From an optimization exercise on the open Yosys and OpenROAD flow, aimed at a short achievable clock period and few clock cycles; shortcuts taken in it are not production practice.
In this exercise RTL edits were held to simulation tests only and were not proved equivalent to the original.
No activity file was given, so power comes from the tool's default toggle rates.

==> inputs of quartz <==
// cache_nway
module cache_nway #(
  parameter int WAYS      = 4,
  parameter int SETS      = 4,
  parameter int CNT_WIDTH = 16
) (
  input  logic                 clk,
  input  logic                 reset,
  input  logic                 mem_read,
  input  logic                 mem_write,
  input  logic [1:0]           mem_byte_enable,
  input  logic [15:0]          mem_address,
  input  logic [15:0]          mem_wdata,
  output logic [15:0]          mem_rdata,
  output logic                 mem_resp,
  output logic                 pmem_read,
  output logic                 pmem_write,
  output logic [15:0]          pmem_address,
  output logic [127:0]         pmem_wdata,
  input  logic [127:0]         pmem_rdata,
  input  logic                 pmem_resp,
  output logic [CNT_WIDTH-1:0] hit_count,
  output logic [CNT_WIDTH-1:0] miss_count
);
  localparam int WB = $clog2(WAYS);
  localparam int IB = $clog2(SETS);
  localparam int TB = 12 - IB;
  typedef enum logic [1:0] {S_IDLE, S_RESP, S_WRITEBACK, S_ALLOCATE} state_t;
  state_t               r_state;
  logic                 r_valid  [SETS][WAYS];
  logic                 r_dirty  [SETS][WAYS];
  logic [TB-1:0]        r_tag    [SETS][WAYS];
  logic [127:0]         r_data   [SETS][WAYS];
  logic [WAYS-2:0]      r_plru   [SETS];
  logic [WAYS-1:0]      r_vsel   [SETS];         
  logic [127:0]         r_vdata  [SETS];         
  logic [TB-1:0]        r_vtag   [SETS];         
  logic                 r_vdirty [SETS];         
  logic                 r_hit_resp;              
  logic                 r_hit_wr;                
  logic [7:0]           r_wr_word;               
  logic [1:0]           r_wr_be;                 
  logic [15:0]          r_wr_data;               
  logic [IB-1:0]        r_index;
  ...
clock: 6.0 ns
lec_check: 0
abc_clock_period_in_ps: 2500
cap_margin: 20
core_margin: 2
core_utilization: 45
place_density: 0.6
setup_slack_margin: 3.5
slew_margin: 20
run.sh (not shown) runs the stock make flow with config.mk's settings and CLKGATE_MAP_FILE= SYNTH_SCRIPT=/design/flow/synth_recipe.tcl, a recipe that flattens the netlist after the stock synthesis.
==> willow: changes against quartz <==
--- a/flow/design.v
+++ b/flow/design.v
@@ -43,15 +43,14 @@
   logic [IB-1:0]        r_index;
   logic [WB-1:0]        r_hit_way;
   logic [WB-1:0]        r_victim;
   logic                 r_hsel   [SETS][WAYS];   
   logic                 r_vline  [SETS][WAYS];   
   logic [15:0]          r_mem_rdata;
   logic                 r_mem_resp;
-  logic                 r_alloc_wr;              
   logic                 r_pmem_read;
   logic                 r_pmem_write;
   logic [15:0]          r_pmem_address;
   logic [127:0]         r_pmem_wdata;
   logic [CNT_WIDTH-1:0] r_hit_count;
   logic [CNT_WIDTH-1:0] r_miss_count;
   logic [IB-1:0]   w_index;
@@ -70,15 +69,17 @@
   logic            w_done;
   logic [WB-1:0]   w_done_way;
   logic [15:0]     w_hit_word;
   logic [WAYS-2:0] w_plru_next  [SETS];
   logic            w_valid_next [SETS][WAYS];
   logic [WAYS-1:0] w_vsel_next  [SETS];
   logic            w_alloc;
-  logic [WAYS-1:0] w_vsel_copy  [SETS];     
+  logic [WAYS-1:0] w_post_hit   [SETS];     
+  logic [WAYS-1:0] w_post_fill  [SETS];     
+  logic [WAYS-1:0] r_csel       [SETS];     
   logic [7:0]      r_fill_sel;              
   assign w_index  = mem_address[4 +: IB];
   assign w_tag    = mem_address[15 -: TB];
   assign w_word   = mem_address[3:1];
   assign w_req    = mem_read | mem_write;
   assign w_unused = mem_address[0];
   assign w_idle   = (r_state == S_IDLE);
@@ -138,43 +139,49 @@
       w_plru_next[r_index][0] = ~w_done_way[1];
       if (w_done_way[1]) w_plru_next[r_index][2] = ~w_done_way[0];
       else               w_plru_next[r_index][1] = ~w_done_way[0];
     end
     if (w_fill) w_valid_next[r_index][r_victim] = 1'b1;
     for (int s = 0; s < SETS; s++) begin
       logic [WAYS-1:0] v;
+      logic [WB-1:0]   vw;
       for (int w = 0; w < WAYS; w++) v[w] = r_valid[s][w];
       w_vsel_next[s] = f_next_victim(r_plru[s], v, w_done && r_index == IB'(s),
                                      w_fill && r_index == IB'(s), w_done_way);
-      w_vsel_copy[s] = f_next_victim(r_plru[s], v,
-                                     (r_hit_resp || w_alloc) && r_index == IB'(s),
-                                     w_alloc && r_index == IB'(s), w_done_way);
+      vw = '0;
+      for (int w = 0; w < WAYS; w++)
+        if (r_vsel[s][w]) vw = vw | WB'(w);
+      w_post_fill[s] = f_next_victim(r_plru[s], v, 1'b1, 1'b1, vw);
+      w_post_hit[s]  = '0;
+      for (int h = 0; h < WAYS; h++)
+        if (w_way_hit[h])
+          w_post_hit[s] = w_post_hit[s] | f_next_victim(r_plru[s], v, 1'b1, 1'b0, WB'(h));
     end
   end
   always_ff @(posedge clk or negedge reset) begin
     if (!reset) begin
       r_state      <= S_IDLE;
       r_hit_resp   <= 1'b0;
       r_hit_wr     <= 1'b0;
       r_wr_word    <= '0;
       r_wr_be      <= '0;
       r_wr_data    <= '0;
       r_index      <= '0;
       r_hit_way    <= '0;
       r_victim     <= '0;
       r_mem_resp   <= 1'b0;
-      r_alloc_wr   <= 1'b0;
       r_fill_sel   <= '0;
       r_pmem_read  <= 1'b0;
       r_pmem_write <= 1'b0;
       r_hit_count  <= '0;
       r_miss_count <= '0;
       for (int s = 0; s < SETS; s++) begin
         r_plru[s]   <= '0;
         r_vsel[s]   <= WAYS'(1);
+        r_csel[s]   <= WAYS'(1);
         r_vdirty[s] <= 1'b0;
         for (int w = 0; w < WAYS; w++) begin
           r_valid[s][w] <= 1'b0;
           r_dirty[s][w] <= 1'b0;
           r_hsel[s][w]  <= 1'b0;
           r_vline[s][w] <= 1'b0;
         end
@@ -206,53 +213,58 @@
               r_mem_resp <= 1'b1;
               r_state    <= S_RESP;
             end else if (r_vdirty[w_index]) begin
               r_pmem_write <= 1'b1;
               r_state      <= S_WRITEBACK;
             end else begin
               r_pmem_read <= 1'b1;
-              r_alloc_wr  <= mem_write;
               r_state     <= S_ALLOCATE;
             end
           end
         end
         S_RESP: begin
           r_mem_resp <= 1'b0;
           r_state    <= S_IDLE;
         end
         S_WRITEBACK: begin
           if (pmem_resp) begin
             r_pmem_write <= 1'b0;
             r_pmem_read  <= 1'b1;
-            r_alloc_wr   <= mem_write;
             r_state      <= S_ALLOCATE;
           end
         end
         S_ALLOCATE: begin
           if (pmem_resp) begin
             r_pmem_read <= 1'b0;
-            r_alloc_wr  <= 1'b0;
-            r_mem_resp  <= !r_alloc_wr;
-            r_state     <= r_alloc_wr ? S_IDLE : S_RESP;
+            r_mem_resp  <= 1'b1;
+            r_state     <= S_RESP;
             if (r_miss_count != '1) r_miss_count <= r_miss_count + 1'b1;
           end
         end
         default: r_state <= S_IDLE;
       endcase
       for (int s = 0; s < SETS; s++) begin
         r_plru[s] <= w_plru_next[s];
         r_vsel[s] <= w_vsel_next[s];
         for (int w = 0; w < WAYS; w++) r_valid[s][w] <= w_valid_next[s][w];
       end
       if (w_fill) r_dirty[r_index][r_victim] <= mem_write;
       else if (r_hit_resp && r_hit_wr) r_dirty[r_index][r_hit_way] <= 1'b1;
       for (int s = 0; s < SETS; s++) begin
+        if (w_idle && w_req && w_hit)
+          r_csel[s] <= (w_index == IB'(s)) ? w_post_hit[s] : r_vsel[s];
+        else if (w_idle && w_req && !r_vdirty[w_index])
+          r_csel[s] <= (w_index == IB'(s)) ? w_post_fill[s] : r_vsel[s];
+        else if ((r_state == S_WRITEBACK && pmem_resp) || w_alloc)
+          r_csel[s] <= (r_index == IB'(s)) ? w_post_fill[s] : r_vsel[s];
+        else if (r_state != S_RESP)
+          r_csel[s] <= r_vsel[s];
         r_vdirty[s] <= 1'b0;
         for (int w = 0; w < WAYS; w++)
-          if (w_vsel_copy[s][w] && r_dirty[s][w]) r_vdirty[s] <= 1'b1;
+          if (r_csel[s][w] && r_dirty[s][w]) r_vdirty[s] <= 1'b1;
       end
       if (w_done && r_hit_count != '1) r_hit_count <= r_hit_count + 1'b1;
     end
   end
   always_ff @(posedge clk) begin
     for (int s = 0; s < SETS; s++) begin
       for (int w = 0; w < WAYS; w++) begin
@@ -277,29 +289,29 @@
     end
   end
   always_ff @(posedge clk) begin
     for (int s = 0; s < SETS; s++) begin
       r_vdata[s] <= '0;
       r_vtag[s]  <= '0;
       for (int w = 0; w < WAYS; w++) begin
-        if (w_vsel_copy[s][w]) begin
+        if (r_csel[s][w]) begin
           r_vdata[s] <= r_data[s][w];
           r_vtag[s]  <= r_tag[s][w];
         end
       end
     end
     r_pmem_wdata   <= r_vdata[w_index];
     r_pmem_address <= (r_vdirty[w_index] && (w_idle || (r_state == S_WRITEBACK && !pmem_resp)))
                     ? {r_vtag[w_index], w_index, 4'b0} : {mem_address[15:4], 4'b0};
     r_mem_rdata    <= w_hit_word;
     for (int k = 0; k < 8; k++)
       if (r_fill_sel[k]) r_mem_rdata <= w_hit_word | pmem_rdata[16*k +: 16];
   end
   assign mem_rdata    = r_mem_rdata;
-  assign mem_resp     = r_mem_resp || (r_alloc_wr && pmem_resp);
+  assign mem_resp     = r_mem_resp;
   assign pmem_read    = r_pmem_read;
   assign pmem_write   = r_pmem_write;
   assign pmem_address = r_pmem_address;
   assign pmem_wdata   = r_pmem_wdata;
   assign hit_count    = r_hit_count;
   assign miss_count   = r_miss_count;
 endmodule
==> flow_summary.html <==
<table>
<tr><th>Metric</th><th>Value</th></tr>
<tr><th colspan="2">Synthesis</th></tr>
<tr><td>Area fraction of the dominant cell type after synthesis</td><td>between 40% and 50%</td></tr>
<tr><td>Synth warnings</td><td>17</td></tr>
<tr><td>Most common cell in the synthesized netlist</td><td>sky130_fd_sc_hd__edfxtp_1</td></tr>
<tr><th colspan="2">Layout</th></tr>
<tr><td>Final instance area</td><td>~210000 sq um</td></tr>
<tr><td>Fraction of layout cells with a size suffix above 1</td><td>around half</td></tr>
<tr><th colspan="2">Global routing</th></tr>
<tr><td>Met2 demand-to-capacity share in global routing</td><td>65.3%</td></tr>
<tr><th colspan="2">STA</th></tr>
<tr><td>Final critical path time including I/O delays and setup</td><td>around 3500 ps</td></tr>
<tr><td>Hold WS</td><td>about 170 ps</td></tr>
<tr><th colspan="2">Clocking</th></tr>
<tr><td>Clock transition at path regs</td><td>approximately 70 ps</td></tr>
<tr><th colspan="2">Status</th></tr>
<tr><td>Status</td><td>no timing/DRC/antenna violations</td></tr>
<tr><th colspan="2">Power</th></tr>
<tr><td>Switching power summed over all nets</td><td>approximately 45 mW</td></tr>
<tr><th colspan="2">Critical path</th></tr>
<tr><td>Type of origin of the critical path</td><td>register</td></tr>
<tr><td>Crit path buf inv count</td><td>7</td></tr>
</table>
the above is filed under quartz

==> flow_summary.html <==
<table>
<tr><th>Metric</th><th>Value</th></tr>
<tr><th colspan="2">Status</th></tr>
<tr><td>Status</td><td>no timing/DRC/antenna violations</td></tr>
<tr><th colspan="2">Clocking</th></tr>
<tr><td>Clock transition at path regs</td><td>~60 ps</td></tr>
<tr><th colspan="2">Layout</th></tr>
<tr><td>Final instance area</td><td>between 150000 and 200000 sq um</td></tr>
<tr><td>Fraction of layout cells with a size suffix above 1</td><td>roughly 28%</td></tr>
<tr><th colspan="2">Synthesis</th></tr>
<tr><td>Area fraction of the dominant cell type after synthesis</td><td>a little under half</td></tr>
<tr><td>Synth warnings</td><td>19</td></tr>
<tr><td>Most common cell in the synthesized netlist</td><td>sky130_fd_sc_hd__a21oi_1</td></tr>
<tr><th colspan="2">STA</th></tr>
<tr><td>Hold WS</td><td>~150 ps</td></tr>
</table>
the above is filed under willow

Testbench counts of quartz, summed over its fixed seeds: cycles 99,066.
Testbench counts of willow, summed over its fixed seeds: cycles 100,836.

[re-timing with driven ports]
No port has a modelled driver above. Below, the same layouts with a new extraction and two added sets of constraints.
Step 1, drivers: a clkbuf_16 drives clk and a buf_2 each remaining input, both assumed.
Step 2 adds t to the input delays and takes it off the output delays; t is the mean of the earliest and latest rising clock arrival at the registers after step 1. Input paths then give back, and output paths get back, about the clock's delay inside the block.
Slacks: ideal / step 1 / step 2; pairs: ideal / step 1.
| run | shift t [ns] | slack for setup (ns) | worst register clock-pin slew, ns | cell pins on the clock port's net |
|---|---|---|---|---|
| quartz | 1.135 | 2.536 / 2.536 / 1.429 | 0.07 / 0.07 | 1 |
| willow | 1.089 | 2.839 / 2.433 / 1.344 | 0.07 / 0.07 | 1 |
After both steps setup and hold are still met in every run listed. For willow, which loses most, drivers alone change the setup slack by -0.406 ns; drivers and shift together by -1.495 ns.
